Background: an optimization exercise with open tools, aiming at a short achievable clock period and few clock cycles per item. Do not read the settings as production practice.
At most, simulation tests tie the RTL to the original design; equivalence was not proved.
The RTL of run 3 was laid out without a check of its function.
Power is estimated from default activity; no workload was simulated.

### design/flow/design.v
package pprd_pkg;
    localparam int SAMPLE_W   = 18;
    localparam int RATE_W     = 21;
    localparam int POS_W      = 32;
    localparam int HYST_W     = 18;
    localparam int SPM_W      = 16;
    localparam int CFG_IDX_W  = 2;
    localparam int CFG_DATA_W = 18;
    localparam int STEP_W     = $clog2(RATE_W);
    localparam logic [HYST_W-1:0] HYST_RESET = HYST_W'(300);
    localparam logic [SPM_W-1:0]  SPM_RESET  = SPM_W'(6000);
    localparam int QUICK_COUNT = 5;
    localparam int QUICK_SPANS = 3;
    localparam int QUICK_ENTRY = 1;
    typedef enum logic [CFG_IDX_W-1:0] {
        REG_HYSTERESIS = 2'd0,
        REG_SPM        = 2'd1
    } cfg_reg_t;
    typedef enum logic [1:0] {
        EV_NONE = 2'd0,
        EV_MAX  = 2'd1,
        EV_MIN  = 2'd2
    } event_t;
    typedef enum logic [2:0] {
        ST_IDLE,
        ST_RING_OLD,
        ST_RING_ONE,
        ST_DIV,
        ST_OUT
    } state_t;
    typedef struct packed {
        logic              start;
        logic [RATE_W-1:0] dividend;
        logic [POS_W-1:0]  divisor;
    } div_req_t;
    typedef struct packed {
        logic              done;
        logic [RATE_W-1:0] quotient;
    } div_rsp_t;
endpackage
module pprd_ring_mem #(
    parameter int DEPTH  = 10,
    parameter int ADDR_W = $clog2(DEPTH)
) (
    input  logic                         aclk,
    input  logic                         wr_en,
    input  logic [ADDR_W-1:0]            wr_addr,
    input  logic [pprd_pkg::POS_W-1:0]   wr_data,
    output logic [DEPTH*pprd_pkg::POS_W-1:0] entries
);
    logic [pprd_pkg::POS_W-1:0] mem [DEPTH];
    always_ff @(posedge aclk) begin
        if (wr_en) begin
            mem[wr_addr] <= wr_data;
        end
    end
    for (genvar i = 0; i < DEPTH; i++) begin : g_out
        assign entries[i*pprd_pkg::POS_W +: pprd_pkg::POS_W] = mem[i];
    end
endmodule
module pprd_divider #(
    parameter int N  = 21,
    parameter int LW = $clog2(N + 1)
) (
    input  logic          aclk,
    input  logic          aresetn,
    input  logic          start,
    input  logic [N-1:0]  num_norm,
    input  logic [LW-1:0] nlen,
    input  logic [31:0]   den,
    output logic          busy,
    output logic          fin,
    output logic [N-1:0]  quo
);
    localparam int W = N + 4;      
    typedef enum logic [1:0] {
        PH_SETUP,
        PH_STEP,
        PH_SIGN
    } phase_t;
    logic          busy_reg, zero_reg;
    logic [W-1:0]  rem_sum;
    logic          neg;
    assign rem_sum = ws_reg + wc_reg;
    assign neg     = rem_sum[W-1];
    logic          qp_reg, qn_reg;  
    phase_t        ph_reg;
    logic [LW-1:0] cnt_reg;
    logic [LW-1:0] dlen_reg, nlen_reg;
    logic [N-1:0]  d_reg;          
    logic [N-1:0]  f_reg;          
    logic [W-1:0]  ws_reg, wc_reg;
    logic [N-1:0]  q_reg, qm_reg;  
    function automatic logic [LW-1:0] bitlen(input logic [N-1:0] v);
        bitlen = '0;
        for (int i = 0; i < N; i++) begin
            if (v[i]) bitlen = LW'(i + 1);
        end
    endfunction
    logic [W-1:0] ys, yc, a, s_new, c_new;
    always_comb begin
        ys    = {ws_reg[W-2:0], f_reg[N-1]};
        yc    = {wc_reg[W-2:0], 1'b0};
        a     = qp_reg ? ~{{(W-N){1'b0}}, d_reg} : qn_reg ? {{(W-N){1'b0}}, d_reg} : '0;
        s_new = ys ^ yc ^ a;
        c_new = {((ys & yc) | (ys & a) | (yc & a)), 1'b0};
        c_new[0] = qp_reg;                      
    end
    function automatic logic [1:0] pick(input logic [4:0] s5, input logic [4:0] c5,
                                        input logic [4:0] a5);
        logic [3:0] sx, cx, e;
        sx = s5[4:1] ^ c5[4:1] ^ a5[4:1];
        cx = (s5[3:0] & c5[3:0]) | (s5[3:0] & a5[3:0]) | (c5[3:0] & a5[3:0]);
        e  = sx + cx;
        pick = {e[3] && (e != 4'b1111), !e[3]};    
    endfunction
    logic [4:0] ys5, yc5, dp5;
    logic [1:0] nx_pos, nx_zero, nx_neg, nx;
    always_comb begin
        ys5     = ys[W-3 -: 5];
        yc5     = yc[W-3 -: 5];
        dp5     = {2'b00, 1'b1, d_reg[N-2 -: 2]};
        nx_pos  = pick(ys5, yc5, ~dp5);
        nx_zero = pick(ys5, yc5, 5'd0);
        nx_neg  = pick(ys5, yc5, dp5);
        nx      = qp_reg ? nx_pos : qn_reg ? nx_neg : nx_zero;
    end
    assign busy = busy_reg;
    assign fin  = busy_reg && ((ph_reg == PH_SETUP) ? (zero_reg || (nlen_reg < dlen_reg))
                                                     : (ph_reg == PH_SIGN));
    assign quo  = (ph_reg == PH_SETUP) ? '0 : (neg ? qm_reg : q_reg);
    always_ff @(posedge aclk) begin
        if (!aresetn) begin
            busy_reg <= 1'b0;
        end else begin
            if (start) busy_reg <= 1'b1;
            else if (fin) busy_reg <= 1'b0;
        end
    end
    always_ff @(posedge aclk) begin
        if (start) begin
            ph_reg   <= PH_SETUP;
            zero_reg <= (den[31:N] != '0) || (den[N-1:0] == '0);
            d_reg    <= den[N-1:0];
            dlen_reg <= bitlen(den[N-1:0]);
            f_reg    <= num_norm;
            nlen_reg <= nlen;
        end else if (busy_reg) begin
            unique case (ph_reg)
                PH_SETUP: begin
                    ph_reg  <= PH_STEP;
                    cnt_reg <= nlen_reg - dlen_reg;
                    d_reg   <= d_reg << (LW'(N) - dlen_reg);
                    ws_reg  <= W'(f_reg[N-1:1]);
                    wc_reg  <= '0;
                    f_reg   <= {f_reg[0], {(N-1){1'b0}}};
                    q_reg   <= '0;
                    qm_reg  <= '1;
                    qp_reg  <= 1'b1;
                    qn_reg  <= 1'b0;
                end
                PH_STEP: begin
                    if (cnt_reg == '0) ph_reg <= PH_SIGN;
                    cnt_reg <= cnt_reg - LW'(1);
                    ws_reg  <= s_new;
                    wc_reg  <= c_new;
                    f_reg   <= {f_reg[N-2:0], 1'b0};
                    q_reg   <= qp_reg ? {q_reg[N-2:0], 1'b1}  : qn_reg ? {qm_reg[N-2:0], 1'b1}
                                                              : {q_reg[N-2:0], 1'b0};
                    qm_reg  <= qp_reg ? {q_reg[N-2:0], 1'b0}  : qn_reg ? {qm_reg[N-2:0], 1'b0}
                                                              : {qm_reg[N-2:0], 1'b1};
                    qp_reg  <= nx[0];
                    qn_reg  <= nx[1];
                end
                default: ;
            endcase
        end
    end
endmodule
module pulse_peak_rate_detector_core #(
    parameter int RING_DEPTH = 10
) (
    input  logic                               aclk,
    input  logic                               aresetn,
    input  logic                               s_valid,
    output logic                               s_ready,
    input  logic [pprd_pkg::SAMPLE_W-1:0]      s_sample,
    output logic                               m_valid,
    input  logic                               m_ready,
    output logic [pprd_pkg::RATE_W-1:0]        m_rate,
    output logic [1:0]                         m_event_res,
    output logic [pprd_pkg::SAMPLE_W-1:0]      m_extreme_value,
    output logic                               m_falling_phase,
    input  logic                               cfg_wr_en,
    input  logic [pprd_pkg::CFG_IDX_W-1:0]     cfg_index,
    input  logic [pprd_pkg::CFG_DATA_W-1:0]    cfg_wdata
);
    localparam int SW        = pprd_pkg::SAMPLE_W;
    localparam int PW        = pprd_pkg::POS_W;
    localparam int RW        = pprd_pkg::RATE_W;
    localparam int ADDR_W    = $clog2(RING_DEPTH);
    localparam int COUNT_MAX = RING_DEPTH + 2;
    localparam int CNT_W     = $clog2(RING_DEPTH + 3);
    localparam int Q_W       = 5;                
    localparam int Q_N       = 1 << Q_W;
    localparam int E_W       = 3;                
    localparam int E_N       = 1 << E_W;
    localparam int R_W       = 2;                
    localparam int R_N       = 1 << R_W;
    localparam int UNTRACKED = 5;
    localparam int UNTRACKED_MAX = 3;
    logic [pprd_pkg::HYST_W-1:0] hyst_reg;
    logic [pprd_pkg::SPM_W-1:0]  spm_reg;
    logic [RW-1:0]               num3_reg, num10_reg;
    always_ff @(posedge aclk) begin
        if (!aresetn) begin
            hyst_reg <= pprd_pkg::HYST_RESET;
            spm_reg  <= pprd_pkg::SPM_RESET;
        end else if (cfg_wr_en) begin
            if (cfg_index == pprd_pkg::REG_HYSTERESIS) hyst_reg <= cfg_wdata[pprd_pkg::HYST_W-1:0];
            if (cfg_index == pprd_pkg::REG_SPM)        spm_reg  <= cfg_wdata[pprd_pkg::SPM_W-1:0];
        end
    end
    localparam int LW = $clog2(RW + 1);
    logic [LW-1:0] len3_reg, len10_reg;
    logic [RW-1:0] norm3_reg, norm10_reg;
    function automatic logic [LW-1:0] bitlen(input logic [RW-1:0] v);
        bitlen = '0;
        for (int i = 0; i < RW; i++) begin
            if (v[i]) bitlen = LW'(i + 1);
        end
    endfunction
    localparam int LO_W = RW / 2;
    logic [RW-1:0]   spm2_reg, spm8_reg;
    logic [LO_W:0]   lo3_reg, lo10_reg;
    logic [RW-1:0]   spm_ext;
    assign spm_ext = RW'(spm_reg);
    always_ff @(posedge aclk) begin
        lo3_reg    <= {1'b0, spm_ext[LO_W-2:0], 1'b0} + {1'b0, spm_ext[LO_W-1:0]};
        lo10_reg   <= {1'b0, spm_ext[LO_W-4:0], 3'b000} + {1'b0, spm_ext[LO_W-2:0], 1'b0};
        spm2_reg   <= spm_ext << 1;
        spm8_reg   <= spm_ext << 3;
    end
    logic [RW-1:0] spm1_reg;
    always_ff @(posedge aclk) begin
        spm1_reg   <= spm_ext;
        num3_reg   <= {spm2_reg[RW-1:LO_W] + spm1_reg[RW-1:LO_W] + (RW-LO_W)'(lo3_reg[LO_W]),
                       lo3_reg[LO_W-1:0]};
        num10_reg  <= {spm8_reg[RW-1:LO_W] + spm2_reg[RW-1:LO_W] + (RW-LO_W)'(lo10_reg[LO_W]),
                       lo10_reg[LO_W-1:0]};
        len3_reg   <= bitlen(num3_reg);
        len10_reg  <= bitlen(num10_reg);
        norm3_reg  <= num3_reg << (LW'(RW) - len3_reg);
        norm10_reg <= num10_reg << (LW'(RW) - len10_reg);
    end
    logic          s_ready_reg;
    logic          s_busy_reg;       
    logic          a_v;
    logic [SW-1:0] a_x;
    logic          acc;
    assign acc = s_valid && !s_busy_reg;
    always_ff @(posedge aclk) begin
        if (!aresetn) a_v <= 1'b0;
        else          a_v <= acc;
        a_x <= s_sample;
    end
    logic              rising_reg;
    logic [SW-1:0]     max_reg, min_reg;
    logic [PW-1:0]     index_reg, max_pos_reg;
    logic [ADDR_W-1:0] ptr_reg;
    logic [CNT_W-1:0]  count_reg;
    logic          p_v;
    logic [SW-1:0] p_x;
    logic [SW:0]   p_ph;      
    logic [SW:0]   p_mh;      
    always_ff @(posedge aclk) begin
        if (!aresetn) p_v <= 1'b0;
        else          p_v <= a_v;
        p_x  <= a_x;
        p_ph <= {1'b0, a_x} + {1'b0, hyst_reg};
        p_mh <= {1'b0, a_x} - {1'b0, hyst_reg};
    end
    logic          b_v;
    logic [SW-1:0] b_x;
    logic [2:0]    c_gt_max, c_peak, c_lt_min, c_valley;
    function automatic logic above_mh(input logic [SW:0] mh, input logic [SW-1:0] v);
        above_mh = !mh[SW] && (mh[SW-1:0] > v);
    endfunction
    always_ff @(posedge aclk) begin
        if (!aresetn) b_v <= 1'b0;
        else          b_v <= p_v;
        b_x      <= p_x;
        c_gt_max <= {p_x > min_reg, p_x > b_x, p_x > max_reg};
        c_peak   <= {p_ph < {1'b0, min_reg}, p_ph < {1'b0, b_x}, p_ph < {1'b0, max_reg}};
        c_lt_min <= {p_x < max_reg, p_x < b_x, p_x < min_reg};
        c_valley <= {above_mh(p_mh, max_reg), above_mh(p_mh, b_x), above_mh(p_mh, min_reg)};
    end
    logic [1:0]        max_sel, min_sel;    
    logic [PW-1:0]     index_inc;
    logic              new_max, peak_hit, new_min, valley_hit;
    logic              is_peak, is_valley, is_event;
    logic              quick_next, full_next, rated;
    logic [1:0]        ev;
    logic              fall;
    always_comb begin
        index_inc  = index_reg + PW'(1);
        new_max    = c_gt_max[max_sel];
        peak_hit   = c_peak[max_sel];
        new_min    = c_lt_min[min_sel];
        valley_hit = c_valley[min_sel];
        is_peak    = rising_reg && peak_hit;
        is_valley  = !rising_reg && valley_hit;
        is_event   = is_peak || is_valley;
        quick_next = (count_reg == CNT_W'(pprd_pkg::QUICK_COUNT - 1));
        full_next  = (count_reg >= CNT_W'(COUNT_MAX - 1));
        rated      = is_peak && (quick_next || full_next);
        ev         = is_peak ? pprd_pkg::EV_MAX : is_valley ? pprd_pkg::EV_MIN : pprd_pkg::EV_NONE;
        fall       = rising_reg ? peak_hit : !valley_hit;
    end
    always_ff @(posedge aclk) begin
        if (!aresetn) begin
            rising_reg  <= 1'b1;
            max_reg     <= '0;
            min_reg     <= '1;
            index_reg   <= '0;
            max_pos_reg <= '0;
            ptr_reg     <= '0;
            count_reg   <= '0;
        end else if (b_v) begin
            index_reg <= index_inc;
            if (rising_reg) begin
                if (new_max) begin
                    max_reg     <= b_x;
                    max_pos_reg <= index_inc;
                end else if (peak_hit) begin
                    rising_reg <= 1'b0;
                    min_reg    <= max_reg;
                    ptr_reg    <= (ptr_reg == ADDR_W'(RING_DEPTH - 1)) ? '0 : ptr_reg + ADDR_W'(1);
                    if (count_reg != CNT_W'(COUNT_MAX)) count_reg <= count_reg + CNT_W'(1);
                end
            end else begin
                if (new_min) begin
                    min_reg <= b_x;
                end else if (valley_hit) begin
                    rising_reg <= 1'b1;
                    max_reg    <= min_reg;
                end
            end
        end
    end
    always_ff @(posedge aclk) begin
        max_sel <= 2'd0;
        min_sel <= 2'd0;
        if (b_v) begin
            if (rising_reg) begin
                if (new_max)       max_sel <= 2'd1;
                else if (peak_hit) min_sel <= 2'd2;
            end else begin
                if (new_min)         min_sel <= 2'd1;
                else if (valley_hit) max_sel <= 2'd2;
            end
        end
    end
    logic          t_v;
    logic [1:0]    t_ev;
    logic          t_event;
    logic          t_fall;
    logic          t_rated;
    logic          t_quick;
    logic [ADDR_W-1:0] t_ptr;
    always_ff @(posedge aclk) begin
        if (!aresetn) t_v <= 1'b0;
        else          t_v <= b_v;
        t_ev    <= ev;
        t_event <= is_event;
        t_fall  <= fall;
        t_rated <= rated;
        t_quick <= quick_next;
        t_ptr   <= ptr_reg;
    end
    logic [RING_DEPTH*PW-1:0] ring;
    logic [PW-1:0]            src_reg;    
    pprd_ring_mem #(
        .DEPTH   (RING_DEPTH),
        .ADDR_W  (ADDR_W)
    ) u_ring (
        .aclk    (aclk),
        .wr_en   (t_v && t_ev == pprd_pkg::EV_MAX),
        .wr_addr (t_ptr),
        .wr_data (max_pos_reg),
        .entries (ring)
    );
    logic [RW+2:0] span_reg;        
    logic [RW:0]   span_lo;
    logic [PW-RW-1:0] mp_hi, src_hi;
    assign span_lo = {1'b0, max_pos_reg[RW-1:0]} - {1'b0, src_reg[RW-1:0]};
    assign mp_hi   = max_pos_reg[PW-1:RW];
    assign src_hi  = src_reg[PW-1:RW];
    always_ff @(posedge aclk) begin
        src_reg  <= quick_next ? ring[pprd_pkg::QUICK_ENTRY*PW +: PW] : ring[ptr_reg*PW +: PW];
        span_reg <= {mp_hi == src_hi + (PW-RW)'(1), mp_hi == src_hi, span_lo};
    end
    logic [1:0]     q_ev    [Q_N];
    logic           q_fall  [Q_N];
    logic           q_rated [Q_N];
    logic [Q_W-1:0] q_wr, q_rd;
    logic [Q_N-1:0] q_cnt;       
    always_ff @(posedge aclk) begin
        if (t_v) begin
            q_ev[q_wr]    <= t_ev;
            q_fall[q_wr]  <= t_fall;
            q_rated[q_wr] <= t_rated;
        end
    end
    logic [SW-1:0]  e_val [E_N];
    logic [E_W-1:0] e_wr, e_rd;
    logic [E_N-1:0] e_cnt;       
    always_ff @(posedge aclk) begin
        if (t_v && t_event) begin
            e_val[e_wr] <= (t_ev == pprd_pkg::EV_MAX) ? min_reg : max_reg;
        end
    end
    logic t_req;
    assign t_req = t_v && t_rated;
    logic [RW+2:0]  r_span  [R_N];
    logic [RW+2:0]  d_span;
    logic           d_big;
    logic           r_quick [R_N];
    logic [RW-1:0]  r_rate  [R_N];
    logic [R_N-1:0] r_req;       
    logic [R_N-1:0] r_done;      
    logic [R_W-1:0] r_wr, r_div, r_cur, r_rd;
    logic [R_N-1:0] r_cnt;       
    logic           div_start, div_busy, div_fin;
    logic           d_quick;
    logic [RW-1:0]  div_quo;
    assign d_quick = div_slot ? r_quick[r_div] : t_quick;
    assign d_span  = div_slot ? r_span[r_div] : span_reg;
    assign d_big   = d_span[RW] ? !d_span[RW+2] : !d_span[RW+1];
    logic div_slot, div_direct;
    assign div_slot   = r_req[r_div];
    assign div_direct = !div_slot && t_req;
    assign div_start  = !div_busy && (div_slot || div_direct);
    always_ff @(posedge aclk) begin
        if (t_req) begin
            r_span[r_wr]  <= span_reg;
            r_quick[r_wr] <= t_quick;
        end
        if (div_fin) begin
            r_rate[r_cur] <= div_quo;
        end
        if (div_start) begin
            r_cur <= r_div;
        end
    end
    pprd_divider #(
        .N       (RW)
    ) u_div (
        .aclk    (aclk),
        .aresetn (aresetn),
        .start   (div_start),
        .num_norm (d_quick ? norm3_reg : norm10_reg),
        .nlen    (d_quick ? len3_reg : len10_reg),
        .den     ({{(PW-RW-1){1'b0}}, d_big, d_span[RW-1:0]}),
        .busy    (div_busy),
        .fin     (div_fin),
        .quo     (div_quo)
    );
    logic          m_valid_reg;
    logic          m_idle_reg;       
    logic          h_v;
    logic [1:0]    h_ev;
    logic          h_event;
    logic          h_fall;
    logic          h_rated;
    logic          q_any, h_load, load_out, pop;
    assign q_any    = q_cnt[0];
    logic fin_head;
    assign fin_head = div_fin && (r_cur == r_rd);
    assign load_out = h_v && (!h_rated || r_done[r_rd] || fin_head) && (m_idle_reg || m_ready);
    assign h_load   = !h_v || load_out;
    assign pop      = !m_idle_reg && m_ready;
    always_ff @(posedge aclk) begin
        if (!aresetn) h_v <= 1'b0;
        else if (h_load) h_v <= q_any;
        if (h_load) begin
            h_ev    <= q_ev[q_rd];
            h_event <= (q_ev[q_rd] != pprd_pkg::EV_NONE);
            h_fall  <= q_fall[q_rd];
            h_rated <= q_rated[q_rd];
        end
    end
    logic [RW-1:0] m_rate_reg;
    logic [1:0]    m_event_reg;
    logic [SW-1:0] m_extreme_reg;
    logic          m_falling_reg;
    logic [RW-1:0] o_rate;
    logic [SW-1:0] o_ext;
    logic [RW-1:0] c_rate_n;
    logic [1:0]    c_event_n;
    logic [SW-1:0] c_ext_n;
    logic          c_fall_n;
    assign o_rate = h_rated ? (r_done[r_rd] ? r_rate[r_rd] : div_quo) : '0;
    assign o_ext  = h_event ? e_val[e_rd] : '0;
    always_ff @(posedge aclk) begin
        if (load_out) begin
            c_rate_n  <= ~o_rate;
            c_event_n <= ~h_ev;
            c_ext_n   <= ~o_ext;
            c_fall_n  <= ~h_fall;
        end
        m_rate_reg    <= load_out ? o_rate : ~c_rate_n;
        m_event_reg   <= load_out ? h_ev   : ~c_event_n;
        m_extreme_reg <= load_out ? o_ext  : ~c_ext_n;
        m_falling_reg <= load_out ? h_fall : ~c_fall_n;
    end
    logic [Q_N-1:0] total_reg;    
    always_ff @(posedge aclk) begin
        if (!aresetn) begin
            q_wr        <= '0;
            q_rd        <= '0;
            q_cnt       <= '0;
            e_wr        <= '0;
            e_rd        <= '0;
            e_cnt       <= '0;
            r_wr        <= '0;
            r_div       <= '0;
            r_rd        <= '0;
            r_cnt       <= '0;
            r_req       <= '0;
            r_done      <= '0;
            total_reg   <= '0;
            m_valid_reg <= 1'b0;
            m_idle_reg  <= 1'b1;
            s_ready_reg <= 1'b1;
            s_busy_reg  <= 1'b0;
        end else begin
            if (t_v) q_wr <= q_wr + Q_W'(1);
            if (h_load && q_any) q_rd <= q_rd + Q_W'(1);
            unique case ({t_v, h_load && q_any})
                2'b10:   q_cnt <= {q_cnt[Q_N-2:0], 1'b1};
                2'b01:   q_cnt <= {1'b0, q_cnt[Q_N-1:1]};
                default: ;
            endcase
            if (t_v && t_event) e_wr <= e_wr + E_W'(1);
            if (load_out && h_event) e_rd <= e_rd + E_W'(1);
            unique case ({b_v && is_event, load_out && h_event})
                2'b10:   e_cnt <= {e_cnt[E_N-2:0], 1'b1};
                2'b01:   e_cnt <= {1'b0, e_cnt[E_N-1:1]};
                default: ;
            endcase
            if (t_req) r_wr <= r_wr + R_W'(1);
            if (div_start) r_div <= r_div + R_W'(1);
            if (load_out && h_rated) r_rd <= r_rd + R_W'(1);
            unique case ({b_v && rated, load_out && h_rated})
                2'b10:   r_cnt <= {r_cnt[R_N-2:0], 1'b1};
                2'b01:   r_cnt <= {1'b0, r_cnt[R_N-1:1]};
                default: ;
            endcase
            for (int i = 0; i < R_N; i++) begin
                if (t_req && r_wr == R_W'(i) && !(div_direct && !div_busy)) r_req[i] <= 1'b1;
                else if (div_start && r_div == R_W'(i)) r_req[i] <= 1'b0;
                if (load_out && h_rated && r_rd == R_W'(i)) r_done[i] <= 1'b0;
                else if (div_fin && r_cur == R_W'(i)) r_done[i] <= 1'b1;
            end
            unique case ({acc, pop})
                2'b10:   total_reg <= {total_reg[Q_N-2:0], 1'b1};
                2'b01:   total_reg <= {1'b0, total_reg[Q_N-1:1]};
                default: ;
            endcase
            if (load_out) begin
                m_valid_reg <= 1'b1;
                m_idle_reg  <= 1'b0;
            end else if (m_ready) begin
                m_valid_reg <= 1'b0;
                m_idle_reg  <= 1'b1;
            end
            s_ready_reg <= !total_reg[Q_N-2] && !e_cnt[E_N-UNTRACKED] && !r_cnt[R_N-UNTRACKED_MAX];
            s_busy_reg  <= !(!total_reg[Q_N-2] && !e_cnt[E_N-UNTRACKED] && !r_cnt[R_N-UNTRACKED_MAX]);
        end
    end
    assign s_ready         = s_ready_reg;
    assign m_valid         = m_valid_reg;
    assign m_rate          = m_rate_reg;
    assign m_event_res     = m_event_reg;
    assign m_extreme_value = m_extreme_reg;
    assign m_falling_phase = m_falling_reg;
endmodule
### design/flow/run.sh
#!/bin/bash
# synth_recipe.tcl (not shown) runs the flow's synth.tcl, then flattens the netlist and writes it again
# the make line also repeats each setting of config.mk as NAME=value (left out here)
make -C /OpenROAD-flow-scripts/flow DESIGN_CONFIG=/design/flow/config.mk WORK_HOME=/design/flow/orfs CLKGATE_MAP_FILE= SYNTH_SCRIPT=/design/flow/synth_recipe.tcl finish
### design/flow/config.mk
export PLATFORM = sky130hd
export DESIGN_NAME = pulse_peak_rate_detector_core
export DESIGN_NICKNAME = pulse_peak_rate_detector_core
export VERILOG_FILES = /design/flow/design.v
export SDC_FILE = /design/flow/constraint.sdc
export NUM_CORES = 4
export LEC_CHECK = 0
export ABC_CLOCK_PERIOD_IN_PS = 2000
export CAP_MARGIN = 20
export CORE_MARGIN = 2
export CORE_UTILIZATION = 65
export CTS_BUF_LIST = sky130_fd_sc_hd__clkbuf_16
export CTS_CLUSTER_DIAMETER = 55
export CTS_CLUSTER_SIZE = 36
export PLACE_DENSITY = 0.75
export SETUP_SLACK_MARGIN = 5
export SLEW_MARGIN = 20
export TNS_END_PERCENT = 100
### design/flow/constraint.sdc
create_clock -name core_clock -period 7.5 [get_ports {aclk}]
set_input_delay 1.5000 -clock core_clock [delete_from_list [all_inputs] [get_ports {aclk}]]
set_output_delay 1.5000 -clock core_clock [all_outputs]
set_load 0.01 [all_outputs]
==> flow_summary.json, run 1 <==
{
  "comb_power_share_pct": 11.8,
  "syn_to_final_growth_pct": 16.0,
  "rrSetupSlack_ns": 4.32,
  "dp_cells": 7047,
  "ys_seq_area_share_pct": 58.2,
  "cp-end-kind": "flip-flop",
  "finalHoldViolCount": 0,
  "reg2reg_to": "m_rate_reg[0]",
  "startpoint": "u_div.wc_reg[19]",
  "clock_latency_ns": 0.78,
  "peakVddDrop_v": 0.000253,
  "io_pins": 87,
  "reg2reg_from": "u_div.wc_reg[19]",
  "finalSetupTns_ns": 0,
  "regMostFlops": "u_ring.mem",
  "instances_no_fill": 7470,
  "max_freq_mhz": 315,
  "cts_num_sinks": 1581,
  "ys_ff_latch": 1581,
  "yosys.area.top_type": "edfxtp_1",
  "rsz0062_at_grt": "yes",
  "slowest_stage": "or4_4",
  "die_h_microns": 335,
  "layout-drive-gt1-share_pct": 18.6,
  "ant_nets": 0,
  "outcome": "no timing/DRC/antenna violations",
  "syn_nets": 6178,
  "grt_max_degree": 103,
  "swShare_pct": 27.4,
  "multi_input_area_sq_um": 29600,
  "powerDensity_nw_per_um2": 230,
  "synth_edf_count": 977,
  "seq_power_share_pct": 51.8,
  "synthTopCellsByArea": "edfxtp_1, dfxtp_1, mux4_2",
  "grtUsageTotal_pct": 30.7,
  "synthArstFlopShare_pct": 0,
  "worst_pin_slew_ns": 1.14,
  "drt_first_pass_iters": 6,
  "path_cells": "inv_2 -> ha_4 -> nand4_1 -> nor2_4 -> nand3_2 -> or4_4 -> a21oi_4 -> buf_12 -> buf_8 -> buf_16 -> nor3_4 -> buf_12 -> buf_16 -> a221o_1",
  "seq_area_sq_um": 41600,
  "synth_common_cells": "edfxtp_1, dfxtp_1, nor2_1",
  "path_max_fanout": 5,
  "largest_reg_flops": 320,
  "grt_pass1_vias": 46200,
  "avgViaCountPerCell": 6.43,
  "hold_start": "lo3_reg[4]",
  "yosys_warnings": 3,
  "cts_tree": "done",
  "fin_crit_sh_pct": 42.3,
  "synthMostInstantiatedCell": "edfxtp_1",
  "num-nets-final": 6355,
  "maxCapViolCount": 0,
  "hold_end": "num3_reg[4]",
  "startpoint_type": "flip-flop",
  "antenna_found_initial": 3,
  "syn_inst": 5774,
  "required_ns": 8.11,
  "rows": 121,
  "dp_hpwl_microns": 104000,
  "htree_levels": 3,
  "drt_iter0_markers": 5005,
  "clock_power_share_pct": 36.4,
  "reg_top3": "u_ring.mem (320), e_val (144), r_span (96)",
  "numCtsBuffers": 116,
  "slew_viol_final": 0,
  "fillCellCount": 6560,
  "cts-root-buf": "clkbuf_16",
  "fin_crit_ns": 3.18,
  "p_switching_mw": 5.22,
  "routed_wl_microns": 181000,
  "setup_viol": 0,
  "ys.flop_type": "edfxtp_1",
  "drc_errors": 0,
  "die_w_microns": 335,
  "start_util_pct": 65.4,
  "hold_path_depth": 0,
  "wire_per_inst_microns": 24.2,
  "ys_types": 96,
  "synth_area_sq_um": 71200,
  "worstSetupPathType": "flip-flop to flip-flop",
  "io_buffer_count": 86,
  "finalWeightedCongestion": 0.918,
  "skew_ns": 0.0568,
  "clk_pin_slew_worst_paths_ns": 0.09,
  "grt_overflow_total": 0,
  "slowest_delay_ns": 0.55,
  "ff2ff_path_depth": 14,
  "dieArea_sq_um": 112000,
  "syn_area_per_cell_sq_um": 12.3,
  "relSlewSlack_pct": 24.1,
  "clock_path_buffers": 3,
  "vias": 48100,
  "core_sq_um": 109000,
  "synth_top_cell_area_share_pct": 41.2,
  "arrival_ns": 3.79,
  "p_int_mw": 13.8,
  "hp-class": "flip-flop to flip-flop",
  "leakagePower_nw": 30.5,
  "grt_pass1_wl_microns": 267000
}
## final cells by class
type,count,share of cell area (%)
Antenna cell,1,0.00303
Timing Repair inverter,13,0.347
Inverter,266,1.31
Clock buffer,118,3.58
Clock inverter,104,1.71
Multi-Input combinational cell,3635,35.8
Tap cell,1414,2.14
Timing Repair Buffer,338,4.75
Sequential cell,1581,50.3
## power groups by stage
stage	Sequential (mW)	Clock, mW	Combinational, mW
finish	9.86	6.92	2.24
global route	9.90	7.30	2.44
CTS	9.86	6.97	2.09
detailed placement	10.1	0	1.90
global placement	10.1	0	1.85
floorplan	9.90	0	1.48
## per-layer routing
metal	vias up	GRT usage, %	part of all wire [%]
li1	21600	-	-
met1	23600	42.2	40
met2	2262	50.2	47
met3	550	4.42	7.7
met4	2	10.9	4.5
met5	-	0	0.0061
## logic make-up after synthesis
logic type | synth area share [%]
muxes | 11.0
buffers and inverters | 3.18
DFF | 58.2
xor gates and xnor gates | 2.16
AOI/OAI and AO/OA | 9.42
adders and majority gates | 6.76
and+or+nand+nor | 9.35
## cells in the final DEF, fill, tap and decap left out, types with 22 or more instances in the layout
cell type,count
buf_6,93
nand3_1,88
nand2_1,455
ha_1,296
xnor2_1,96
o21ai_0,192
inv_6,25
a211oi_1,58
dfxtp_1,531
clkbuf_16,125
mux2_2,43
buf_12,34
and3_1,41
mux4_2,190
o21ai_1,25
nor2b_1,43
nand4_1,51
a221o_1,23
o211ai_1,57
edfxtp_1,977
buf_4,131
a21oi_2,22
nor3_1,48
a21o_1,56
o211a_1,23
xor2_1,76
a21oi_1,370
fa_1,37
clkdlybuf4s50_1,40
dfxtp_2,54
o21a_1,32
nor2_1,544
nand2b_1,31
mux2i_1,275
inv_1,253
## what timing repair did
item / CTS / global route
cloned: 33 / 14
gates resized for setup: 591 / 229
pin swaps: 81 / 60
buffers inserted: 88 / 65
hold buffers: 0 / 0
setup endpoints to repair: 975 / 848
## worst max-delay path, delay by kind of cell, from the launching register on
kind / cells / cell delay, ns
adders and majority gates: 1 / 0.28
and+or+nand+nor: 5 / 1.02
DFF: 1 / 0.44
AOI/OAI and AO/OA: 2 / 0.57
buffers and inverters: 6 / 0.76
## stage by stage
stage	setup WS, ns	hold WS (ns)	instance area, sq um	total power, mW	utilization (%)
CTS	4.41	0.332	80700	18.9	74.2
finish	4.32	0.328	82600	19.0	75.9
floorplan	4.61	0.310	71900	11.4	-
global placement	3.29	0.311	73600	11.9	67.6
detailed placement	3.22	0.312	73600	12.0	67.6
global route	4.28	0.335	82600	19.6	75.9
## how the worst max path moves through the flow
stage	slack (ns)	depth (start not counted)	end
floorplan	4.61	17	e_cnt[5]
global placement	3.29	10	e_cnt[5]
detailed placement	3.22	10	e_cnt[5]
CTS	4.41	13	c_rate_n[17]
global route	4.28	14	m_rate_reg[0]
finish	4.32	14	m_rate_reg[0]
Testbench counts, summed over its fixed seeds: cycles 32,495, items 32,000.
==> run 2: changes to the inputs <==
--- a/design/flow/design.v
+++ b/design/flow/design.v
@@ -77,11 +77,8 @@
         PH_SETUP,
         PH_STEP,
-        PH_SIGN
+        PH_SIGN,
+        PH_PICK
     } phase_t;
-    logic          busy_reg, zero_reg;
-    logic [W-1:0]  rem_sum;
-    logic          neg;
-    assign rem_sum = ws_reg + wc_reg;
-    assign neg     = rem_sum[W-1];
+    logic          busy_reg, zero_reg, neg_reg;
     logic          qp_reg, qn_reg;  
     phase_t        ph_reg;
@@ -128,6 +125,6 @@
     assign busy = busy_reg;
     assign fin  = busy_reg && ((ph_reg == PH_SETUP) ? (zero_reg || (nlen_reg < dlen_reg))
-                                                     : (ph_reg == PH_SIGN));
-    assign quo  = (ph_reg == PH_SETUP) ? '0 : (neg ? qm_reg : q_reg);
+                                                     : (ph_reg == PH_PICK));
+    assign quo  = (ph_reg == PH_SETUP) ? '0 : (neg_reg ? qm_reg : q_reg);
     always_ff @(posedge aclk) begin
         if (!aresetn) begin
@@ -173,4 +170,8 @@
                     qn_reg  <= nx[1];
                 end
+                PH_SIGN: begin
+                    ph_reg  <= PH_PICK;
+                    neg_reg <= (ws_reg + wc_reg) >> (W - 1);
+                end
                 default: ;
             endcase
@@ -258,10 +259,16 @@
     logic          a_v;
     logic [SW-1:0] a_x;
+    logic [SW:0]   a_ph;      
+    logic [SW:0]   a_mh;      
     logic          acc;
+    logic          spm_wr;
+    assign spm_wr = cfg_wr_en && (cfg_index == pprd_pkg::REG_SPM);
     assign acc = s_valid && !s_busy_reg;
     always_ff @(posedge aclk) begin
         if (!aresetn) a_v <= 1'b0;
         else          a_v <= acc;
-        a_x <= s_sample;
+        a_x  <= s_sample;
+        a_ph <= {1'b0, s_sample} + {1'b0, hyst_reg};
+        a_mh <= {1'b0, s_sample} - {1'b0, hyst_reg};
     end
     logic              rising_reg;
@@ -270,15 +277,4 @@
     logic [ADDR_W-1:0] ptr_reg;
     logic [CNT_W-1:0]  count_reg;
-    logic          p_v;
-    logic [SW-1:0] p_x;
-    logic [SW:0]   p_ph;      
-    logic [SW:0]   p_mh;      
-    always_ff @(posedge aclk) begin
-        if (!aresetn) p_v <= 1'b0;
-        else          p_v <= a_v;
-        p_x  <= a_x;
-        p_ph <= {1'b0, a_x} + {1'b0, hyst_reg};
-        p_mh <= {1'b0, a_x} - {1'b0, hyst_reg};
-    end
     logic          b_v;
     logic [SW-1:0] b_x;
@@ -289,10 +285,10 @@
     always_ff @(posedge aclk) begin
         if (!aresetn) b_v <= 1'b0;
-        else          b_v <= p_v;
-        b_x      <= p_x;
-        c_gt_max <= {p_x > min_reg, p_x > b_x, p_x > max_reg};
-        c_peak   <= {p_ph < {1'b0, min_reg}, p_ph < {1'b0, b_x}, p_ph < {1'b0, max_reg}};
-        c_lt_min <= {p_x < max_reg, p_x < b_x, p_x < min_reg};
-        c_valley <= {above_mh(p_mh, max_reg), above_mh(p_mh, b_x), above_mh(p_mh, min_reg)};
+        else          b_v <= a_v;
+        b_x      <= a_x;
+        c_gt_max <= {a_x > min_reg, a_x > b_x, a_x > max_reg};
+        c_peak   <= {a_ph < {1'b0, min_reg}, a_ph < {1'b0, b_x}, a_ph < {1'b0, max_reg}};
+        c_lt_min <= {a_x < max_reg, a_x < b_x, a_x < min_reg};
+        c_valley <= {above_mh(a_mh, max_reg), above_mh(a_mh, b_x), above_mh(a_mh, min_reg)};
     end
     logic [1:0]        max_sel, min_sel;    
@@ -476,7 +472,5 @@
     logic          q_any, h_load, load_out, pop;
     assign q_any    = q_cnt[0];
-    logic fin_head;
-    assign fin_head = div_fin && (r_cur == r_rd);
-    assign load_out = h_v && (!h_rated || r_done[r_rd] || fin_head) && (m_idle_reg || m_ready);
+    assign load_out = h_v && (!h_rated || r_done[r_rd]) && (m_idle_reg || m_ready);
     assign h_load   = !h_v || load_out;
     assign pop      = !m_idle_reg && m_ready;
@@ -501,5 +495,5 @@
     logic [SW-1:0] c_ext_n;
     logic          c_fall_n;
-    assign o_rate = h_rated ? (r_done[r_rd] ? r_rate[r_rd] : div_quo) : '0;
+    assign o_rate = h_rated ? r_rate[r_rd] : '0;
     assign o_ext  = h_event ? e_val[e_rd] : '0;
     always_ff @(posedge aclk) begin
@@ -561,6 +555,6 @@
                 if (t_req && r_wr == R_W'(i) && !(div_direct && !div_busy)) r_req[i] <= 1'b1;
                 else if (div_start && r_div == R_W'(i)) r_req[i] <= 1'b0;
-                if (load_out && h_rated && r_rd == R_W'(i)) r_done[i] <= 1'b0;
-                else if (div_fin && r_cur == R_W'(i)) r_done[i] <= 1'b1;
+                if (div_fin && r_cur == R_W'(i)) r_done[i] <= 1'b1;
+                else if (load_out && h_rated && r_rd == R_W'(i)) r_done[i] <= 1'b0;
             end
             unique case ({acc, pop})
@@ -576,6 +570,8 @@
                 m_idle_reg  <= 1'b1;
             end
-            s_ready_reg <= !total_reg[Q_N-2] && !e_cnt[E_N-UNTRACKED] && !r_cnt[R_N-UNTRACKED_MAX];
-            s_busy_reg  <= !(!total_reg[Q_N-2] && !e_cnt[E_N-UNTRACKED] && !r_cnt[R_N-UNTRACKED_MAX]);
+            s_ready_reg <= !total_reg[Q_N-2] && !e_cnt[E_N-UNTRACKED] && !r_cnt[R_N-UNTRACKED_MAX]
+                        && !spm_wr;
+            s_busy_reg  <= !(!total_reg[Q_N-2] && !e_cnt[E_N-UNTRACKED] && !r_cnt[R_N-UNTRACKED_MAX]
+                        && !spm_wr);
         end
     end
--- a/design/flow/config.mk
+++ b/design/flow/config.mk
@@ -11,6 +11,6 @@
 export CORE_UTILIZATION = 65
 export CTS_BUF_LIST = sky130_fd_sc_hd__clkbuf_16
-export CTS_CLUSTER_DIAMETER = 55
-export CTS_CLUSTER_SIZE = 36
+export CTS_CLUSTER_DIAMETER = 60
+export CTS_CLUSTER_SIZE = 40
 export PLACE_DENSITY = 0.75
 export SETUP_SLACK_MARGIN = 5
==> run 2 against run 1 <==
Compared with the run above: still clean; synthesized cell count shrank 3.4%; fmax rose by 1.3%; area after synthesis shrank 1.9%; hold slack improved by 0.00055 ns; critical path depth fell by 1; non-clock buffer count grew 11; sequential share of layout area increased by 0.86 points; critical path type is now primary input to flip-flop; highest routed layer is now met4.
==> flow_summary.json, run 2 <==
{
  "synthTopCellsByArea": "edfxtp_1, dfxtp_1, mux4_2",
  "rsz0062_at_grt": "yes",
  "regMostFlops": "u_ring.mem",
  "grt_pass1_wl_microns": 248000,
  "drc_errors": 0,
  "hp-class": "flip-flop to flip-flop",
  "wire_per_inst_microns": 22.7,
  "cp_num_buf_inv": 2,
  "powerDensity_nw_per_um2": 240,
  "drt_first_pass_iters": 7,
  "ys_ff_latch": 1563,
  "grt_max_degree": 104,
  "worst_pin_slew_ns": 1.09,
  "synthArstFlopShare_pct": 0,
  "dieArea_sq_um": 110000,
  "placed_area_sq_um": 72600,
  "drt_iter0_markers": 3881,
  "worstSetupPathType": "primary input to flip-flop",
  "ant_nets": 0,
  "syn_area_per_cell_sq_um": 12.5,
  "yosys_warnings": 3,
  "maxCapViolCount": 0,
  "grtUsageTotal_pct": 28.8,
  "ys_types": 80,
  "arrival_ns": 3.79,
  "path_max_fanout": 2,
  "vias": 44700,
  "layout-drive-gt1-share_pct": 19.3,
  "yosys.area.top_type": "edfxtp_1",
  "crit_path_frequent_cell": "a31oi_4",
  "synth_common_cells": "edfxtp_1, dfxtp_1, nor2_1",
  "clk_pin_slew_worst_paths_ns": 0.08,
  "start_util_pct": 65.4,
  "cts-root-buf": "clkbuf_16",
  "htree_levels": 3,
  "grt_pass1_vias": 43400,
  "final_common_cell": "edfxtp_1",
  "cts-hold-fix-buffers": 0,
  "slowest_delay_ns": 0.43,
  "relSlewSlack_pct": 27.5,
  "cp-end-kind": "flip-flop",
  "instances_no_fill": 7275,
  "dp_hpwl_microns": 100000,
  "dp_cells": 6867,
  "reg_top3": "u_ring.mem (320), e_val (144), r_span (96)",
  "path_delay_family": "compound AO/OA/AOI/OAI gates",
  "fin_util_pct": 75.4,
  "num-nets-final": 6184,
  "timing.hold.ws_ns": 0.328,
  "fin_crit_sh_pct": 41.8,
  "synth_top_cell_area_share_pct": 42.0,
  "setup_viol": 0,
  "leakagePower_nw": 29.7,
  "hold_path_depth": 0,
  "avgViaCountPerCell": 6.15,
  "ff2ff_path_depth": 14,
  "syn_to_final_growth_pct": 15.2,
  "die_w_microns": 332,
  "finalHoldViolCount": 0,
  "finalWeightedCongestion": 0.905,
  "ys.flop_type": "edfxtp_1",
  "p_total_mw": 19.3,
  "routed_wl_microns": 165000,
  "die_h_microns": 332,
  "outcome": "no timing/DRC/antenna violations",
  "cts_num_sinks": 1563,
  "path_cells": "buf_8 -> ha_4 -> inv_2 -> fa_2 -> o21ba_4 -> o211ai_2 -> a211o_1 -> a31oi_4 -> o221a_4 -> nor2_4 -> or4_4 -> a31oi_4 -> xor2_1",
  "syn_nets": 5986,
  "skew_ns": 0.0324,
  "peakVddDrop_v": 0.000226,
  "clock_latency_ns": 0.75,
  "synthMostInstantiatedCell": "edfxtp_1",
  "slowest_stage": "or4_4",
  "antenna_found_initial": 5,
  "io_buffer_count": 86,
  "syn_inst": 5576,
  "dpl_worst_slack_ns": 3.08,
  "grt_overflow_total": 0,
  "fillCellCount": 6581,
  "max_freq_mhz": 319,
  "cts_tree": "done",
  "ys_seq_area_share_pct": 58.8,
  "startpoint_type": "primary input",
  "fin_ws_ns": 4.36,
  "stdcell_area_sq_um": 80500,
  "required_ns": 8.15,
  "mostFrequentLayoutCells": "edfxtp_1, nor2_1, dfxtp_1",
  "slew_viol_final": 0,
  "core_sq_um": 107000,
  "numCtsBuffers": 110,
  "largest_reg_flops": 320,
  "synth_edf_count": 978,
  "finalSetupTns_ns": 0,
  "crit_cells": 13,
  "clock_path_buffers": 3,
  "synth_area_sq_um": 69800,
  "io_pins": 87,
  "fin_crit_ns": 3.14,
  "rows": 120
}
==> run 2: final cells by class <==
class,instances,area (sq um),area share [%]
well taps,1403,1760,2.18
multi-input cells,3459,28500,35.4
clock buffers,110,2750,3.42
diodes,2,5.00,0.00622
repair buffers,349,3770,4.69
inverters,289,1170,1.45
flip-flops and latches,1563,41200,51.2
repair inverters,2,20.0,0.0249
clock inverters,98,1320,1.64
==> run 2: power breakdown <==
part           internal [mW]  leakage [nW]  switching, mW
Clock                   3.09          1.98           3.51
Sequential              9.61          13.8          0.351
Combinational           1.14          13.9           1.57
==> run 2: timing repair <==
| action | 4_1_cts | 5_1_grt |
|---|---|---|
| pin swaps | 76 | 77 |
| cloned | 16 | 14 |
| setup endpoints to repair | 1000 | 573 |
| buffers inserted | 92 | 75 |
| resized for setup | 475 | 265 |
==> run 2: cell families after synthesis <==
family / synth area share [%]
adder cells (fa/ha/maj): 7.00
XOR/XNOR: 2.22
AND/OR/NAND/NOR: 8.85
flip-flops: 58.8
AO/OA/AOI/OAI: 8.02
buffers and inverters: 3.08
multiplexers: 12.0
==> run 2: routing by layer <==
layer  GRT usage, %  share of wire [%]
met5              0                  0
met1           39.0                 41
met2           49.1                 50
met4           8.83                2.9
met3           3.71                6.2
==> run 2: path summary, 6_finish.rpt <==
| kind | start | end | slack (ns) |
|---|---|---|---|
| min reg2reg | lo3_reg[3] | num3_reg[3] | 0.33 |
| max | s_sample[0] | a_ph[16] | 4.36 |
| min | lo3_reg[3] | num3_reg[3] | 0.33 |
| max reg2reg | hyst_reg[0] | a_ph[14] | 4.78 |
Testbench counts of run 2, summed over its fixed seeds: cycles 32,527, items 32,000.
==> run 3: changes to the inputs <==
--- a/design/flow/design.v
+++ b/design/flow/design.v
@@ -81,5 +81,6 @@
     } phase_t;
     logic          busy_reg, zero_reg, neg_reg;
-    logic          qp_reg, qn_reg;  
+    logic          half_reg;       
+    logic          qp_reg, qn_reg;
     phase_t        ph_reg;
     logic [LW-1:0] cnt_reg;
@@ -96,7 +97,12 @@
     endfunction
     logic [W-1:0] ys, yc, a, s_new, c_new;
+    logic [4:0]   est;
+    logic         q_pos, q_neg;
     always_comb begin
         ys    = {ws_reg[W-2:0], f_reg[N-1]};
         yc    = {wc_reg[W-2:0], 1'b0};
+        est   = ys[W-1 -: 5] + yc[W-1 -: 5];
+        q_pos = !est[4];
+        q_neg = est[4] && (est != 5'b11111);
         a     = qp_reg ? ~{{(W-N){1'b0}}, d_reg} : qn_reg ? {{(W-N){1'b0}}, d_reg} : '0;
         s_new = ys ^ yc ^ a;
@@ -104,23 +110,4 @@
         c_new[0] = qp_reg;                      
     end
-    function automatic logic [1:0] pick(input logic [4:0] s5, input logic [4:0] c5,
-                                        input logic [4:0] a5);
-        logic [3:0] sx, cx, e;
-        sx = s5[4:1] ^ c5[4:1] ^ a5[4:1];
-        cx = (s5[3:0] & c5[3:0]) | (s5[3:0] & a5[3:0]) | (c5[3:0] & a5[3:0]);
-        e  = sx + cx;
-        pick = {e[3] && (e != 4'b1111), !e[3]};    
-    endfunction
-    logic [4:0] ys5, yc5, dp5;
-    logic [1:0] nx_pos, nx_zero, nx_neg, nx;
-    always_comb begin
-        ys5     = ys[W-3 -: 5];
-        yc5     = yc[W-3 -: 5];
-        dp5     = {2'b00, 1'b1, d_reg[N-2 -: 2]};
-        nx_pos  = pick(ys5, yc5, ~dp5);
-        nx_zero = pick(ys5, yc5, 5'd0);
-        nx_neg  = pick(ys5, yc5, dp5);
-        nx      = qp_reg ? nx_pos : qn_reg ? nx_neg : nx_zero;
-    end
     assign busy = busy_reg;
     assign fin  = busy_reg && ((ph_reg == PH_SETUP) ? (zero_reg || (nlen_reg < dlen_reg))
@@ -154,19 +141,22 @@
                     q_reg   <= '0;
                     qm_reg  <= '1;
-                    qp_reg  <= 1'b1;
-                    qn_reg  <= 1'b0;
+                    half_reg <= 1'b0;
                 end
                 PH_STEP: begin
-                    if (cnt_reg == '0) ph_reg <= PH_SIGN;
-                    cnt_reg <= cnt_reg - LW'(1);
-                    ws_reg  <= s_new;
-                    wc_reg  <= c_new;
-                    f_reg   <= {f_reg[N-2:0], 1'b0};
-                    q_reg   <= qp_reg ? {q_reg[N-2:0], 1'b1}  : qn_reg ? {qm_reg[N-2:0], 1'b1}
-                                                              : {q_reg[N-2:0], 1'b0};
-                    qm_reg  <= qp_reg ? {q_reg[N-2:0], 1'b0}  : qn_reg ? {qm_reg[N-2:0], 1'b0}
-                                                              : {qm_reg[N-2:0], 1'b1};
-                    qp_reg  <= nx[0];
-                    qn_reg  <= nx[1];
+                    half_reg <= !half_reg;
+                    if (!half_reg) begin
+                        qp_reg <= q_pos;
+                        qn_reg <= q_neg;
+                    end else begin
+                        if (cnt_reg == '0) ph_reg <= PH_SIGN;
+                        cnt_reg <= cnt_reg - LW'(1);
+                        ws_reg  <= s_new;
+                        wc_reg  <= c_new;
+                        f_reg   <= {f_reg[N-2:0], 1'b0};
+                        q_reg   <= qp_reg ? {q_reg[N-2:0], 1'b1}  : qn_reg ? {qm_reg[N-2:0], 1'b1}
+                                                                  : {q_reg[N-2:0], 1'b0};
+                        qm_reg  <= qp_reg ? {q_reg[N-2:0], 1'b0}  : qn_reg ? {qm_reg[N-2:0], 1'b0}
+                                                                  : {qm_reg[N-2:0], 1'b1};
+                    end
                 end
                 PH_SIGN: begin
@@ -259,16 +249,10 @@
     logic          a_v;
     logic [SW-1:0] a_x;
-    logic [SW:0]   a_ph;      
-    logic [SW:0]   a_mh;      
     logic          acc;
-    logic          spm_wr;
-    assign spm_wr = cfg_wr_en && (cfg_index == pprd_pkg::REG_SPM);
     assign acc = s_valid && !s_busy_reg;
     always_ff @(posedge aclk) begin
         if (!aresetn) a_v <= 1'b0;
         else          a_v <= acc;
-        a_x  <= s_sample;
-        a_ph <= {1'b0, s_sample} + {1'b0, hyst_reg};
-        a_mh <= {1'b0, s_sample} - {1'b0, hyst_reg};
+        a_x <= s_sample;
     end
     logic              rising_reg;
@@ -277,4 +261,15 @@
     logic [ADDR_W-1:0] ptr_reg;
     logic [CNT_W-1:0]  count_reg;
+    logic          p_v;
+    logic [SW-1:0] p_x;
+    logic [SW:0]   p_ph;      
+    logic [SW:0]   p_mh;      
+    always_ff @(posedge aclk) begin
+        if (!aresetn) p_v <= 1'b0;
+        else          p_v <= a_v;
+        p_x  <= a_x;
+        p_ph <= {1'b0, a_x} + {1'b0, hyst_reg};
+        p_mh <= {1'b0, a_x} - {1'b0, hyst_reg};
+    end
     logic          b_v;
     logic [SW-1:0] b_x;
@@ -285,10 +280,10 @@
     always_ff @(posedge aclk) begin
         if (!aresetn) b_v <= 1'b0;
-        else          b_v <= a_v;
-        b_x      <= a_x;
-        c_gt_max <= {a_x > min_reg, a_x > b_x, a_x > max_reg};
-        c_peak   <= {a_ph < {1'b0, min_reg}, a_ph < {1'b0, b_x}, a_ph < {1'b0, max_reg}};
-        c_lt_min <= {a_x < max_reg, a_x < b_x, a_x < min_reg};
-        c_valley <= {above_mh(a_mh, max_reg), above_mh(a_mh, b_x), above_mh(a_mh, min_reg)};
+        else          b_v <= p_v;
+        b_x      <= p_x;
+        c_gt_max <= {p_x > min_reg, p_x > b_x, p_x > max_reg};
+        c_peak   <= {p_ph < {1'b0, min_reg}, p_ph < {1'b0, b_x}, p_ph < {1'b0, max_reg}};
+        c_lt_min <= {p_x < max_reg, p_x < b_x, p_x < min_reg};
+        c_valley <= {above_mh(p_mh, max_reg), above_mh(p_mh, b_x), above_mh(p_mh, min_reg)};
     end
     logic [1:0]        max_sel, min_sel;    
@@ -533,6 +528,6 @@
             if (h_load && q_any) q_rd <= q_rd + Q_W'(1);
             unique case ({t_v, h_load && q_any})
-                2'b10:   q_cnt <= {q_cnt[Q_N-2:0], 1'b1};
-                2'b01:   q_cnt <= {1'b0, q_cnt[Q_N-1:1]};
+                2'b10:   q_cnt <= {q_cnt[$bits(q_cnt)-2:0], 1'b1};
+                2'b01:   q_cnt <= {1'b0, q_cnt[$bits(q_cnt)-1:1]};
                 default: ;
             endcase
@@ -540,6 +535,6 @@
             if (load_out && h_event) e_rd <= e_rd + E_W'(1);
             unique case ({b_v && is_event, load_out && h_event})
-                2'b10:   e_cnt <= {e_cnt[E_N-2:0], 1'b1};
-                2'b01:   e_cnt <= {1'b0, e_cnt[E_N-1:1]};
+                2'b10:   e_cnt <= {e_cnt[$bits(e_cnt)-2:0], 1'b1};
+                2'b01:   e_cnt <= {1'b0, e_cnt[$bits(e_cnt)-1:1]};
                 default: ;
             endcase
@@ -548,6 +543,6 @@
             if (load_out && h_rated) r_rd <= r_rd + R_W'(1);
             unique case ({b_v && rated, load_out && h_rated})
-                2'b10:   r_cnt <= {r_cnt[R_N-2:0], 1'b1};
-                2'b01:   r_cnt <= {1'b0, r_cnt[R_N-1:1]};
+                2'b10:   r_cnt <= {r_cnt[$bits(r_cnt)-2:0], 1'b1};
+                2'b01:   r_cnt <= {1'b0, r_cnt[$bits(r_cnt)-1:1]};
                 default: ;
             endcase
@@ -559,6 +554,6 @@
             end
             unique case ({acc, pop})
-                2'b10:   total_reg <= {total_reg[Q_N-2:0], 1'b1};
-                2'b01:   total_reg <= {1'b0, total_reg[Q_N-1:1]};
+                2'b10:   total_reg <= {total_reg[$bits(total_reg)-2:0], 1'b1};
+                2'b01:   total_reg <= {1'b0, total_reg[$bits(total_reg)-1:1]};
                 default: ;
             endcase
@@ -570,8 +565,6 @@
                 m_idle_reg  <= 1'b1;
             end
-            s_ready_reg <= !total_reg[Q_N-2] && !e_cnt[E_N-UNTRACKED] && !r_cnt[R_N-UNTRACKED_MAX]
-                        && !spm_wr;
-            s_busy_reg  <= !(!total_reg[Q_N-2] && !e_cnt[E_N-UNTRACKED] && !r_cnt[R_N-UNTRACKED_MAX]
-                        && !spm_wr);
+            s_ready_reg <= !total_reg[Q_N-2] && !e_cnt[E_N-UNTRACKED] && !r_cnt[R_N-UNTRACKED_MAX];
+            s_busy_reg  <= !(!total_reg[Q_N-2] && !e_cnt[E_N-UNTRACKED] && !r_cnt[R_N-UNTRACKED_MAX]);
         end
     end
--- a/design/flow/config.mk
+++ b/design/flow/config.mk
@@ -9,9 +9,6 @@
 export CAP_MARGIN = 20
 export CORE_MARGIN = 2
-export CORE_UTILIZATION = 65
-export CTS_BUF_LIST = sky130_fd_sc_hd__clkbuf_16
-export CTS_CLUSTER_DIAMETER = 60
-export CTS_CLUSTER_SIZE = 40
-export PLACE_DENSITY = 0.75
+export CORE_UTILIZATION = 60
+export PLACE_DENSITY = 0.7
 export SETUP_SLACK_MARGIN = 5
 export SLEW_MARGIN = 20
==> run 3 against run 2 <==
Compared with the run above: still clean on timing, DRC and antenna; critical path depth is 12 lower; area after synthesis is 0.92% higher; register-to-register slack better by 0.18 ns; global-route usage is 2.4 points lower; sequential share of layout area is 0.87 points higher; first-iteration DRC count is 6.9% higher; count of clock-buffer cells in the layout is 112 higher; wire length is 2.6% lower; sequential cell count is 20 higher; utilization is 6.7 points lower; via count is 1.5% lower; synthesized cell count is 0.52% higher; largest power group unchanged.
==> flow_summary.json, run 3 <==
{
  "num-nets-final": 6104,
  "crit_cells": 1,
  "htree_levels": 4,
  "finalHoldViolCount": 0,
  "synthArstFlopShare_pct": 0,
  "dieArea_sq_um": 120000,
  "skew_ns": 0.0270,
  "max_freq_mhz": 364,
  "synth_edf_count": 979,
  "cts-root-buf": "clkbuf_16",
  "vias": 44000,
  "slowest_stage": "dfxtp_2",
  "hold_path_depth": 0,
  "finalWeightedCongestion": 0.868,
  "fin_crit_ns": 2.75,
  "cts_tree": "done",
  "reg_top3": "u_ring.mem (320), e_val (144), r_span (96)",
  "leakagePower_nw": 29.7,
  "synth_common_cells": "edfxtp_1, dfxtp_1, nor2_1",
  "layout-drive-gt1-share_pct": 14.8,
  "yosys.area.top_type": "edfxtp_1",
  "ys_seq_area_share_pct": 58.9,
  "largest_reg_flops": 320,
  "grtUsageTotal_pct": 26.4,
  "start_util_pct": 60.6,
  "synthTopCellsByArea": "edfxtp_1, dfxtp_1, mux4_2",
  "routed_wl_microns": 161000,
  "synth_area_sq_um": 70500,
  "seq_area_sq_um": 41600,
  "ff2ff_path_depth": 10,
  "path_max_fanout": 1,
  "die_h_microns": 347,
  "yosys_warnings": 3,
  "peakVddDrop_v": 0.000261,
  "syn_area_per_cell_sq_um": 12.6,
  "ys_ff_latch": 1583,
  "core_sq_um": 116000,
  "fillCellCount": 8076,
  "rows": 125,
  "ys_types": 83,
  "slowest_delay_ns": 0.36,
  "ys.flop_type": "edfxtp_1",
  "relSlewSlack_pct": 23.7,
  "timing.hold.ws_ns": 0.324,
  "syn_nets": 5998,
  "numCtsBuffers": 161,
  "grt_pass1_vias": 43100,
  "finalSetupTns_ns": 0,
  "final_common_cell": "edfxtp_1",
  "arrival_ns": 1.25,
  "drt_iter0_markers": 4149,
  "worstSetupPathType": "flip-flop to primary output",
  "rsz0062_at_grt": "yes",
  "ant_nets": 0,
  "mostFrequentLayoutCells": "edfxtp_1, nor2_1, dfxtp_1",
  "io_pins": 87,
  "path_cells": "buf_6",
  "drc_errors": 0,
  "rrSetupSlack_ns": 4.96,
  "die_w_microns": 347,
  "reg2reg_to": "span_reg[18]",
  "instances_no_fill": 7375,
  "cp_num_buf_inv": 1,
  "worst_pin_slew_ns": 1.14,
  "hold_start": "lo3_reg[7]",
  "clock_latency_ns": 0.78,
  "wire_per_inst_microns": 21.8,
  "setup_viol": 0,
  "synthMostInstantiatedCell": "edfxtp_1",
  "syn_to_final_growth_pct": 13.3,
  "reg2reg_from": "max_pos_reg[0]",
  "regMostFlops": "u_ring.mem",
  "fin_crit_sh_pct": 36.7,
  "slew_viol_final": 0,
  "hold_end": "num3_reg[7]",
  "dp_hpwl_microns": 102000,
  "hp-class": "flip-flop to flip-flop",
  "maxCapViolCount": 0,
  "cp-end-kind": "primary output",
  "dp_cells": 6995,
  "startpoint_type": "flip-flop",
  "syn_inst": 5605,
  "outcome": "no timing/DRC/antenna violations",
  "clk_pin_slew_worst_paths_ns": 0.06,
  "cts_num_sinks": 1583,
  "synth_top_cell_area_share_pct": 41.7,
  "grt_max_degree": 99,
  "path_delay_family": "flip-flops",
  "grt_overflow_total": 0,
  "multi_input_area_sq_um": 27600,
  "avgViaCountPerCell": 5.97,
  "powerDensity_nw_per_um2": 256,
  "antenna_found_initial": 1,
  "required_ns": 6.00,
  "clock_path_buffers": 3,
  "grt_pass1_wl_microns": 248000,
  "io_buffer_count": 86,
  "drt_first_pass_iters": 6
}
run 3: power breakdown:
part,internal (mW),switching [mW],leakage (nW)
Clock,4.57,3.43,2.62
Sequential,9.71,0.329,14.0
Combinational,0.961,1.40,13.1
run 3: per-stage QoR:
step / instance area, sq um / total power [mW] / worst slack, ns / util, %
2_1_floorplan: 71200 / 11.8 / 4.58 / -
3_3_place_gp: 73000 / 12.4 / 3.43 / 62.7
3_5_place_dp: 73000 / 12.4 / 3.41 / 62.7
4_1_cts: 79100 / 20.5 / 4.70 / 68.0
5_1_grt: 79900 / 21.1 / 4.72 / 68.6
6_report: 79900 / 20.4 / 4.75 / 68.6
run 3: worst max-delay path by stage:
stage,from,to,slack (ns)
floorplan,m_ready,q_cnt[13],4.58
global placement,m_ready,e_cnt[5],3.43
detailed placement,m_ready,e_cnt[5],3.41
CTS,m_extreme_reg[5],m_extreme_value[5],4.70
global route,m_extreme_reg[5],m_extreme_value[5],4.72
finish,m_extreme_reg[5],m_extreme_value[5],4.75
run 3: layer usage:
metal,part of all wire (%),GRT usage [%],vias up
li1,-,-,20700
met1,45,38.1,21800
met2,47,42.4,1314
met3,5.7,3.24,230
met4,2.4,7.83,0
met5,0,0,-
run 3: cells by family (layout without fill, tap and decap cells):
kind of cell	after synthesis	after routing	synth area share (%)
AO/OA/AOI/OAI	935	935	8.29
buffers and inverters	552	795	3.07
multiplexers	587	587	12.0
adder cells (fa/ha/maj)	350	350	6.57
XOR/XNOR	178	178	2.21
AND/OR/NAND/NOR	1420	1422	8.98
flip-flops	1583	1583	58.9
other	0	1	0
run 3: final cells by class:
type | instances | area share (%)
flip-flops and latches | 1583 | 52.1
well taps | 1524 | 2.39
repair inverters | 3 | 0.0329
inverters | 269 | 1.34
multi-input cells | 3472 | 34.6
clock inverters | 80 | 1.16
diodes | 1 | 0.00313
clock buffers | 222 | 5.57
repair buffers | 221 | 2.85
run 3: timing repair:
item	in CTS	in global routing
resized for setup	309	108
pin swaps	15	33
gates cloned	7	4
hold buffers	0	0
setup endpoints to repair	942	475
setup buffers	30	36

-- port drivers added, routing unchanged --
No port has a modelled driver above. Below, the same layouts with a new extraction and two added sets of constraints. Step 1 assumes that a clkbuf_16 drives the clock port and a buf_2 every other input. Step 2, shift: input delay + t, output delay - t, t = (earliest + latest rising clock arrival at the registers) / 2. This alone moves slack from input paths to output paths. Three values: ideal, step 1, step 2; two values: the first two.
| run | shift t [ns] | setup slack, ns | hold slack, ns | latest minus earliest clock arrival (ns) | worst register clock-pin slew, ns |
|---|---|---|---|---|---|
| run 1 | 0.817 | 4.325 / 4.325 / 3.781 | 0.328 / 0.328 / 0.328 | 0.064 / 0.064 | 0.12 / 0.12 |
| run 2 | 0.802 | 4.365 / 4.403 / 3.601 | 0.328 / 0.328 / 0.328 | 0.046 / 0.046 | 0.10 / 0.10 |
| run 3 | 0.851 | 4.750 / 4.672 / 4.294 | 0.324 / 0.324 / 0.324 | 0.032 / 0.032 | 0.06 / 0.06 |
After both steps every run listed still meets setup and hold. For run 2, which loses most, drivers alone change the setup slack by +0.038 ns; drivers and shift together by -0.764 ns.
